This is an optimization exercise on Yosys and OpenROAD, whose aim is a short achievable clock period and few clock cycles, not a production implementation.
Function was checked by simulation only, so behaviour that the tests miss may differ from the original.
Power and IR drop assume default switching activity.

File: flow/config.mk
export PLATFORM = sky130hd
export DESIGN_NAME = cache_top
export DESIGN_NICKNAME = cache_top
export VERILOG_FILES = /design/flow/design.v
export SDC_FILE = /design/flow/constraint.sdc
export NUM_CORES = 4
export LEC_CHECK = 0
export CAP_MARGIN = 20
export CORE_MARGIN = 2
export CORE_UTILIZATION = 40
export SETUP_SLACK_MARGIN = 0.4
export SLEW_MARGIN = 20
File: flow/constraint.sdc
create_clock -name core_clock -period 7.2 [get_ports {clk}]
set_input_delay 1.4400 -clock core_clock [delete_from_list [all_inputs] [get_ports {clk}]]
set_output_delay 1.4400 -clock core_clock [all_outputs]
set_load 0.01 [all_outputs]
File: flow/design.v
`timescale 1ns/100ps
`default_nettype none
package cache_geom_pkg;
    parameter int WORD_W = 32;
    parameter int PROC_ADDR_W = 30;
    parameter int WORDS_PER_LINE = 4;
    parameter int OFFSET_W = 2;
    parameter int LINE_W = WORD_W * WORDS_PER_LINE;
    parameter int MEM_ADDR_W = PROC_ADDR_W - OFFSET_W;
    typedef logic [WORD_W-1:0] word_t;
    typedef logic [LINE_W-1:0] line_t;
    typedef logic [PROC_ADDR_W-1:0] proc_addr_t;
    typedef logic [MEM_ADDR_W-1:0] mem_addr_t;
endpackage
`default_nettype wire
`timescale 1ns/100ps
`default_nettype none
package cache_ctrl_pkg;
    typedef enum logic [1:0] {
        ST_IDLE       = 2'd0,
        ST_WRITE_BACK = 2'd1,
        ST_ALLOCATE   = 2'd2,
        ST_OUTPUT     = 2'd3
    } cache_state_t;
    typedef logic way_t;
endpackage
`default_nettype wire
`timescale 1ns/100ps
`default_nettype none
module cache_tag_array #(
    parameter int SETS = 4
) (
    input logic clk,
    input logic proc_reset,
    input cache_geom_pkg::proc_addr_t proc_addr,
    output logic lookup_hit,
    output cache_ctrl_pkg::way_t lookup_hit_way,
    output cache_ctrl_pkg::way_t lookup_victim_way,
    output logic lookup_victim_dirty,
    output logic [cache_geom_pkg::MEM_ADDR_W-$clog2(SETS)-1:0] lookup_line_tag,
    input cache_ctrl_pkg::way_t lookup_way,
    input logic lookup_touch,
    input logic lookup_word_write,
    input logic lookup_fill
);
    localparam int IDX_W = $clog2(SETS);
    localparam int TAG_W = cache_geom_pkg::MEM_ADDR_W - IDX_W;
    logic [TAG_W-1:0] tags [SETS][2];
    logic [1:0] valid [SETS];
    logic [1:0] dirty [SETS];
    logic [SETS-1:0] lru;
    logic [IDX_W-1:0] req_index;
    logic [TAG_W-1:0] req_tag;
    logic way0_hit;
    logic way1_hit;
    cache_ctrl_pkg::way_t victim;
    assign req_index = proc_addr[cache_geom_pkg::OFFSET_W +: IDX_W];
    assign req_tag = proc_addr[cache_geom_pkg::PROC_ADDR_W-1 -: TAG_W];
    assign way0_hit = valid[req_index][0] && (tags[req_index][0] == req_tag);
    assign way1_hit = valid[req_index][1] && (tags[req_index][1] == req_tag);
    assign lookup_hit = way0_hit || way1_hit;
    assign lookup_hit_way = way0_hit ? 1'b0 : 1'b1;
    always_comb begin
        if (!valid[req_index][0]) begin
            victim = 1'b0;
        end else if (!valid[req_index][1]) begin
            victim = 1'b1;
        end else begin
            victim = lru[req_index];
        end
    end
    assign lookup_victim_way = victim;
    assign lookup_victim_dirty = valid[req_index][victim] && dirty[req_index][victim];
    assign lookup_line_tag = tags[req_index][lookup_way];
    always_ff @(posedge clk) begin
        if (proc_reset) begin
            for (int s = 0; s < SETS; s++) begin
                valid[s] <= 2'b00;
                dirty[s] <= 2'b00;
            end
            lru <= '0;
        end else begin
            if (lookup_touch) begin
                lru[req_index] <= ~lookup_way;
            end
            if (lookup_fill) begin
                valid[req_index][lookup_way] <= 1'b1;
                dirty[req_index][lookup_way] <= 1'b0;
                lru[req_index] <= ~lookup_way;
            end
            if (lookup_word_write) begin
                dirty[req_index][lookup_way] <= 1'b1;
            end
        end
    end
    always_ff @(posedge clk) begin
        if (lookup_fill) begin
            tags[req_index][lookup_way] <= req_tag;
        end
    end
endmodule
`default_nettype wire
`timescale 1ns/100ps
`default_nettype none
module cache_data_array #(
    parameter int SETS = 4
) (
    input logic clk,
    input cache_geom_pkg::proc_addr_t proc_addr,
    input cache_geom_pkg::word_t proc_wdata,
    input cache_geom_pkg::line_t mem_rdata,
    output cache_geom_pkg::word_t proc_rdata,
    output cache_geom_pkg::line_t mem_wdata,
    input cache_ctrl_pkg::way_t lookup_way,
    input logic lookup_word_write,
    input logic lookup_fill
);
    localparam int IDX_W = $clog2(SETS);
    cache_geom_pkg::line_t lines [SETS][2];
    logic [IDX_W-1:0] req_index;
    logic [cache_geom_pkg::OFFSET_W-1:0] req_offset;
    cache_geom_pkg::line_t cur_line;
    cache_geom_pkg::line_t next_line;
    assign req_index = proc_addr[cache_geom_pkg::OFFSET_W +: IDX_W];
    assign req_offset = proc_addr[cache_geom_pkg::OFFSET_W-1:0];
    assign cur_line = lines[req_index][lookup_way];
    assign proc_rdata = cur_line[req_offset * cache_geom_pkg::WORD_W +: cache_geom_pkg::WORD_W];
    assign mem_wdata = cur_line;
    always_comb begin
        if (lookup_fill) begin
            next_line = mem_rdata;
        end else begin
            next_line = cur_line;
        end
        if (lookup_word_write) begin
            next_line[req_offset * cache_geom_pkg::WORD_W +: cache_geom_pkg::WORD_W] = proc_wdata;
        end
    end
    always_ff @(posedge clk) begin
        if (lookup_fill || lookup_word_write) begin
            lines[req_index][lookup_way] <= next_line;
        end
    end
endmodule
`default_nettype wire
`timescale 1ns/100ps
`default_nettype none
module cache_ctrl #(
    parameter int SETS = 4
) (
    input logic clk,
    input logic proc_reset,
    input logic proc_read,
    input logic proc_write,
    input cache_geom_pkg::proc_addr_t proc_addr,
    output logic proc_stall,
    output logic mem_read,
    output logic mem_write,
    output cache_geom_pkg::mem_addr_t mem_addr,
    input logic mem_ready,
    input logic lookup_hit,
    input cache_ctrl_pkg::way_t lookup_hit_way,
    input cache_ctrl_pkg::way_t lookup_victim_way,
    input logic lookup_victim_dirty,
    input logic [cache_geom_pkg::MEM_ADDR_W-$clog2(SETS)-1:0] lookup_line_tag,
    output cache_ctrl_pkg::way_t lookup_way,
    output logic lookup_touch,
    output logic lookup_word_write,
    output logic lookup_fill
);
    localparam int IDX_W = $clog2(SETS);
    localparam int TAG_W = cache_geom_pkg::MEM_ADDR_W - IDX_W;
    cache_ctrl_pkg::cache_state_t state;
    cache_ctrl_pkg::cache_state_t state_next;
    cache_ctrl_pkg::way_t alloc_way;
    logic request;
    logic [IDX_W-1:0] req_index;
    logic [TAG_W-1:0] req_tag;
    assign request = proc_read || proc_write;
    assign req_index = proc_addr[cache_geom_pkg::OFFSET_W +: IDX_W];
    assign req_tag = proc_addr[cache_geom_pkg::PROC_ADDR_W-1 -: TAG_W];
    assign lookup_way = (state == cache_ctrl_pkg::ST_IDLE) ? lookup_hit_way : alloc_way;
    always_ff @(posedge clk) begin
        if (proc_reset) begin
            state <= cache_ctrl_pkg::ST_IDLE;
            alloc_way <= 1'b0;
        end else begin
            state <= state_next;
            if (state == cache_ctrl_pkg::ST_IDLE && request && !lookup_hit) begin
                alloc_way <= lookup_victim_way;
            end
        end
    end
    always_comb begin
        state_next = state;
        proc_stall = 1'b0;
        mem_read = 1'b0;
        mem_write = 1'b0;
        mem_addr = {req_tag, req_index};
        lookup_touch = 1'b0;
        lookup_word_write = 1'b0;
        lookup_fill = 1'b0;
        case (state)
            cache_ctrl_pkg::ST_IDLE: begin
                if (request && lookup_hit) begin
                    lookup_touch = 1'b1;
                    lookup_word_write = proc_write;
                end else if (request) begin
                    proc_stall = 1'b1;
                    if (lookup_victim_dirty) begin
                        state_next = cache_ctrl_pkg::ST_WRITE_BACK;
                    end else begin
                        mem_read = 1'b1;
                        state_next = cache_ctrl_pkg::ST_ALLOCATE;
                    end
                end
            end
            cache_ctrl_pkg::ST_WRITE_BACK: begin
                proc_stall = 1'b1;
                if (mem_ready) begin
                    mem_read = 1'b1;
                    state_next = cache_ctrl_pkg::ST_ALLOCATE;
                end else begin
                    mem_write = 1'b1;
                    mem_addr = {lookup_line_tag, req_index};
                end
            end
            cache_ctrl_pkg::ST_ALLOCATE: begin
                proc_stall = 1'b1;
                mem_read = 1'b1;
                if (mem_ready) begin
                    lookup_fill = 1'b1;
                    if (proc_write) begin
                        lookup_word_write = 1'b1;
                        proc_stall = 1'b0;
                        state_next = cache_ctrl_pkg::ST_IDLE;
                    end else begin
                        state_next = cache_ctrl_pkg::ST_OUTPUT;
                    end
                end
            end
            cache_ctrl_pkg::ST_OUTPUT: begin
                state_next = cache_ctrl_pkg::ST_IDLE;
            end
            default: begin
                state_next = cache_ctrl_pkg::ST_IDLE;
            end
        endcase
    end
endmodule
`default_nettype wire
`timescale 1ns/100ps
`default_nettype none
module cache_top #(
    parameter int SETS = 4
) (
    input logic clk,
    input logic proc_reset,
    input logic proc_read,
    input logic proc_write,
    input cache_geom_pkg::proc_addr_t proc_addr,
    input cache_geom_pkg::word_t proc_wdata,
    output logic proc_stall,
    output cache_geom_pkg::word_t proc_rdata,
    output logic mem_read,
    output logic mem_write,
    output cache_geom_pkg::mem_addr_t mem_addr,
    output cache_geom_pkg::line_t mem_wdata,
    input cache_geom_pkg::line_t mem_rdata,
    input logic mem_ready
);
    localparam int IDX_W = $clog2(SETS);
    localparam int TAG_W = cache_geom_pkg::MEM_ADDR_W - IDX_W;
    logic lookup_hit;
    cache_ctrl_pkg::way_t lookup_hit_way;
    cache_ctrl_pkg::way_t lookup_victim_way;
    logic lookup_victim_dirty;
    logic [TAG_W-1:0] lookup_line_tag;
    cache_ctrl_pkg::way_t lookup_way;
    logic lookup_touch;
    logic lookup_word_write;
    logic lookup_fill;
    cache_tag_array #(.SETS(SETS)) u_tag_array (
        .clk        (clk),
        .proc_reset (proc_reset),
        .proc_addr  (proc_addr),
        .lookup_hit          (lookup_hit),
        .lookup_hit_way      (lookup_hit_way),
        .lookup_victim_way   (lookup_victim_way),
        .lookup_victim_dirty (lookup_victim_dirty),
        .lookup_line_tag     (lookup_line_tag),
        .lookup_way          (lookup_way),
        .lookup_touch        (lookup_touch),
        .lookup_word_write   (lookup_word_write),
        .lookup_fill         (lookup_fill)
    );
    cache_data_array #(.SETS(SETS)) u_data_array (
        .clk        (clk),
        .proc_addr  (proc_addr),
        .proc_wdata (proc_wdata),
        .mem_rdata  (mem_rdata),
        .proc_rdata (proc_rdata),
        .mem_wdata  (mem_wdata),
        .lookup_way        (lookup_way),
        .lookup_word_write (lookup_word_write),
        .lookup_fill       (lookup_fill)
    );
    cache_ctrl #(.SETS(SETS)) u_ctrl (
        .clk        (clk),
        .proc_reset (proc_reset),
        .proc_read  (proc_read),
        .proc_write (proc_write),
        .proc_addr  (proc_addr),
        .proc_stall (proc_stall),
        .mem_read   (mem_read),
        .mem_write  (mem_write),
        .mem_addr   (mem_addr),
        .mem_ready  (mem_ready),
        .lookup_hit          (lookup_hit),
        .lookup_hit_way      (lookup_hit_way),
        .lookup_victim_way   (lookup_victim_way),
        .lookup_victim_dirty (lookup_victim_dirty),
        .lookup_line_tag     (lookup_line_tag),
        .lookup_way          (lookup_way),
        .lookup_touch        (lookup_touch),
        .lookup_word_write   (lookup_word_write),
        .lookup_fill         (lookup_fill)
    );
endmodule
`default_nettype wire
File: flow/run.sh
#!/bin/bash
# synth_recipe.tcl (not shown) runs the flow's synth.tcl, then flattens the netlist and writes it again
# the make line also repeats each setting of config.mk as NAME=value (left out here)
make -C /OpenROAD-flow-scripts/flow DESIGN_CONFIG=/design/flow/config.mk WORK_HOME=/design/flow/orfs CLKGATE_MAP_FILE= SYNTH_SCRIPT=/design/flow/synth_recipe.tcl finish
==> results.ini <==
[status]
status = timing/DRC/antenna clean

[floorplanning]
die_w_um = 393.8
rows = 143
die_h_um = 393.8
pin_count = 386
die-area_um2 = 155100
start_util_pct = 40.15
core_um2 = 151400

[layout]
final_cell_mix = edfxtp_1 (1,248), buf_4 (561), nand2_1 (394), nor2_1 (341), o22ai_1 (322)
nFillCells = 12700
drive_above_1_share_pct = 26.05
final_nets = 6139
final_common_cell = edfxtp_1
stdcell_count = 8068
syn_to_final_growth_pct = 33.32
stdcell_area_um2 = 81020

[sta]
relSlewSlack_pct = 25.16
tightest_slew_ns = 1.120
min_period_ns = 6.964
setup_viol = 0
finalHoldViolCount = 0
finalClockSkew_ns = 0.04675
drv_slew = 0
rsz0062_at_grt = true
fin_crit_sh_pct = 96.72
holdWs_ns = 0.4644
max_clock_freq_mhz = 143.6

[setup_path]
arrival_ns = 5.52
timing.critical_path.mode_cell = buf_12
slowest_stage = or4_1
worstSetupPathType = primary input to primary output
startpoint_type = primary input
rr_startpoint = u_tag_array.tags[2][2]$_DFFE_PP_
max_stage_delay_ns = 0.58
r2r_end = u_data_array.lines[0][45]$_DFFE_PP_
startpoint = proc_addr[2]
crit_chain = buf_12 > buf_12 > mux4_2 > xnor2_2 > nand4_1 > buf_4 > nor4_4 > buf_6 > inv_4 > nor3_4 > buf_12 > buf_16 > buf_12 > buf_16 > buf_4 > clkbuf_16 > o31ai_1 > or4_1 > o221ai_1 > buf_2
critPathCapture = proc_rdata[13]
crit_family = buffers and inverters
path_buf_inv = 12
ff2ff_path_depth = 19
path_max_fanout = 8
crit_required_ns = 5.76
cp_num_cells = 20
rrSetupSlack_ns = 2.07
end_kind = primary output

[clock_network]
htreeDepth = 4
numCtsBuffers = 140
postCtsHoldBufs = 0
clock_path_buffers = 3
cts_tree = built
clock_sinks = 1255
path_clk_slew_ns = 0.06
root_buffer = clkbuf_16
insertion_delay_ns = 0.79

[placement]
gp_congestion = 0.9258
placed_cells = 7618
place_hpwl_um = 163900
numPortBuffers = 385
place_area_um2 = 72440

[pwr]
vdd_drop_max_uv = 257.8
p_sw_share_pct = 27.77
pwr-share-clk_pct = 35.7
power.density_nw_per_um2 = 237.9
p_int_uw = 13920
p_leak_uw = 0.02807
pwr-share-seq_pct = 44.7
p_comb_share_pct = 19.6
p_sw_uw = 5354

[synthesis]
syn_area_per_cell_um2 = 12.16
synth-seq-cells = 1255
ys_seq_area_share_pct = 61.90
syn-cell-area_um2 = 60770
ys_warn_count = 3
synth_cell_types = 60
synth_top_flop_cell = edfxtp_1
async_flop_share_pct = 0
synth_edf_count = 1248
synthCells = 4999
syn-num-nets = 5206

[global_routing]
grt_pass1_wl_um = 362000
grt.overflow.total = 0
grt_max_degree = 67
grt_pass1_vias = 49620
track_usage_pct = 32.11
antenna_found_initial = 15

[routing]
num_vias = 52380
wire_per_inst_um = 32.21
drcViolationCount = 0
final_antenna_net_count = 0
dr.pass1.iters = 6
via_per_inst = 6.492
drt_iter0_markers = 7952
wirelength_um = 259900

[worst_hold_path]
hold_path_class = flop to flop

[flow_run]
max-cap-violations = 0

[state kept, by name, indices dropped and copies added (netlist names)]
| name | count |
|---|---|
| u_tag_array.tags | 208 |
| u_tag_array.lru | 4 |
| u_tag_array.dirty | 8 |
| u_ctrl.state | 2 |
| u_ctrl.alloc_way | 1 |
| u_tag_array.valid | 8 |
| u_data_array.lines | 1024 |
[repair_timing]
item,CTS,global route
cloned,32,10
gates resized for setup,515,267
setup endpoints to repair,184,151
setup buffers,107,53
pin swaps,108,84
[cell families (layout without fill, tap and decap cells)]
| family | after synthesis | count (layout) | share of synthesized area, % |
|---|---|---|---|
| AO/OA/AOI/OAI | 1769 | 1769 | 20.35 |
| flip-flops | 1255 | 1255 | 61.90 |
| AND/OR/NAND/NOR | 1191 | 1192 | 9.629 |
| buffers and inverters | 584 | 1618 | 3.819 |
| multiplexers | 139 | 139 | 3.354 |
| XOR/XNOR | 49 | 49 | 0.7062 |
| adder cells (fa/ha/maj) | 12 | 12 | 0.2471 |
| other | 0 | 4 | 0 |
[tightest hold or removal path, cell delays in order, from the launching register on]
cell     delay (ns)
dfxtp_1        0.31
nand2_1        0.05
a21oi_1        0.05
[cells in the mapped netlist (all sizes together), types with 108 or more instances]
| cell | instances | area [um2] |
|---|---|---|
| edfxtp | 1248 | 37480 |
| inv | 134 | 503.0 |
| o221ai | 163 | 1428 |
| clkbuf | 342 | 1284 |
| a22oi | 162 | 1216 |
| buf | 108 | 534.3 |
| o22ai | 323 | 2021 |
| a21boi | 193 | 1449 |
| a211oi | 193 | 1449 |
| o31ai | 193 | 1449 |
| nand2 | 405 | 1520 |
| a21oi | 169 | 845.8 |
| o21ai | 134 | 670.6 |
| nor4 | 141 | 1154 |
| nor2 | 348 | 1306 |
[per-layer routing]
metal	wire (um)	global-route usage (%)	vias to the layer above
met5	170	0	-
met4	17440	19.28	24
met3	32780	8.701	676
met2	111900	47.13	3815
met1	97590	42.52	26080
li1	-	-	21790
[power groups by stage]
stage	Clock [uW]	Combinational [uW]	Sequential, uW
after floorplan	0	1310	8740
after global placement	0	3380	8760
after detailed placement	0	3390	8760
after CTS	6910	3610	8610
after global routing	7180	3900	8630
final	6880	3780	8620
[how the worst min path moves through the flow]
| stage | start | to | slack, ns | depth (start not counted) |
|---|---|---|---|---|
| 3_5_place_dp | u_tag_array.lru[0]$_SDFF_PP0_ | u_tag_array.lru[0]$_SDFF_PP0_ | 0.46 | 2 |
| 3_3_place_gp | u_tag_array.lru[0]$_SDFF_PP0_ | u_tag_array.lru[0]$_SDFF_PP0_ | 0.44 | 2 |
| 5_1_grt | u_tag_array.lru[0]$_SDFF_PP0_ | u_tag_array.lru[0]$_SDFF_PP0_ | 0.50 | 2 |
| 6_report | u_tag_array.lru[0]$_SDFF_PP0_ | u_tag_array.lru[0]$_SDFF_PP0_ | 0.46 | 2 |
| 4_1_cts | u_tag_array.lru[0]$_SDFF_PP0_ | u_tag_array.lru[0]$_SDFF_PP0_ | 0.47 | 2 |
| 2_1_floorplan | u_tag_array.lru[0]$_SDFF_PP0_ | u_tag_array.lru[0]$_SDFF_PP0_ | 0.43 | 2 |
[per-stage QoR]
| step | total power, uW | util [%] | setup TNS, ns | setup WS [ns] |
|---|---|---|---|---|
| after CTS | 19120 | 52.64 | 0 | 0.2370 |
| after global placement | 12140 | 47.86 | -19.77 | -0.7419 |
| after global routing | 19700 | 53.52 | 0 | 0.1997 |
| after floorplan | 10060 | - | 0 | 0.6442 |
| final | 19280 | 53.52 | 0 | 0.2360 |
| after detailed placement | 12160 | 47.86 | -18.06 | -0.6872 |
[area by class of cell]
class | instances | area [um2] | share of cell area [%]
Inverter | 134 | 535.5 | 0.6610
Multi-Input combinational cell | 3161 | 22430 | 27.69
Tap cell | 2030 | 2540 | 3.135
Timing Repair Buffer | 1240 | 13590 | 16.77
Clock buffer | 163 | 3590 | 4.431
Sequential cell | 1255 | 37620 | 46.43
Clock inverter | 81 | 706.9 | 0.8725
Antenna cell | 4 | 10.01 | 0.01235
Testbench counts, summed over its fixed seeds: cycles 90,586.

separate check: timing with driven ports:
In the flow no input, the clock included, has a driving cell. The finished layout below was timed again as built, in two steps. Step 1 (the two cells are an assumption about what drives the block):
set clk [get_ports {clk}]
set_driving_cell -lib_cell sky130_fd_sc_hd__clkbuf_16 $clk
set_driving_cell -lib_cell sky130_fd_sc_hd__buf_2 [delete_from_list [all_inputs] $clk]
Step 2 moves the port delays by t, midway between the first and last clock arrival at a register: inputs arrive t later, outputs are due t later. That takes back most of the time a late clock gives input paths. Three values: no drivers, after step 1, after step 2; two values: the first two.
t (ns): 0.853
setup slack, ns: 0.236 / 0.168 / 0.168
hold slack, ns: 0.464 / 0.464 / 0.464
cell pins on the clock port's net: 1
After both steps this run still meets setup and hold. For this run, drivers alone change the setup slack by -0.068 ns; drivers and shift together by -0.068 ns.
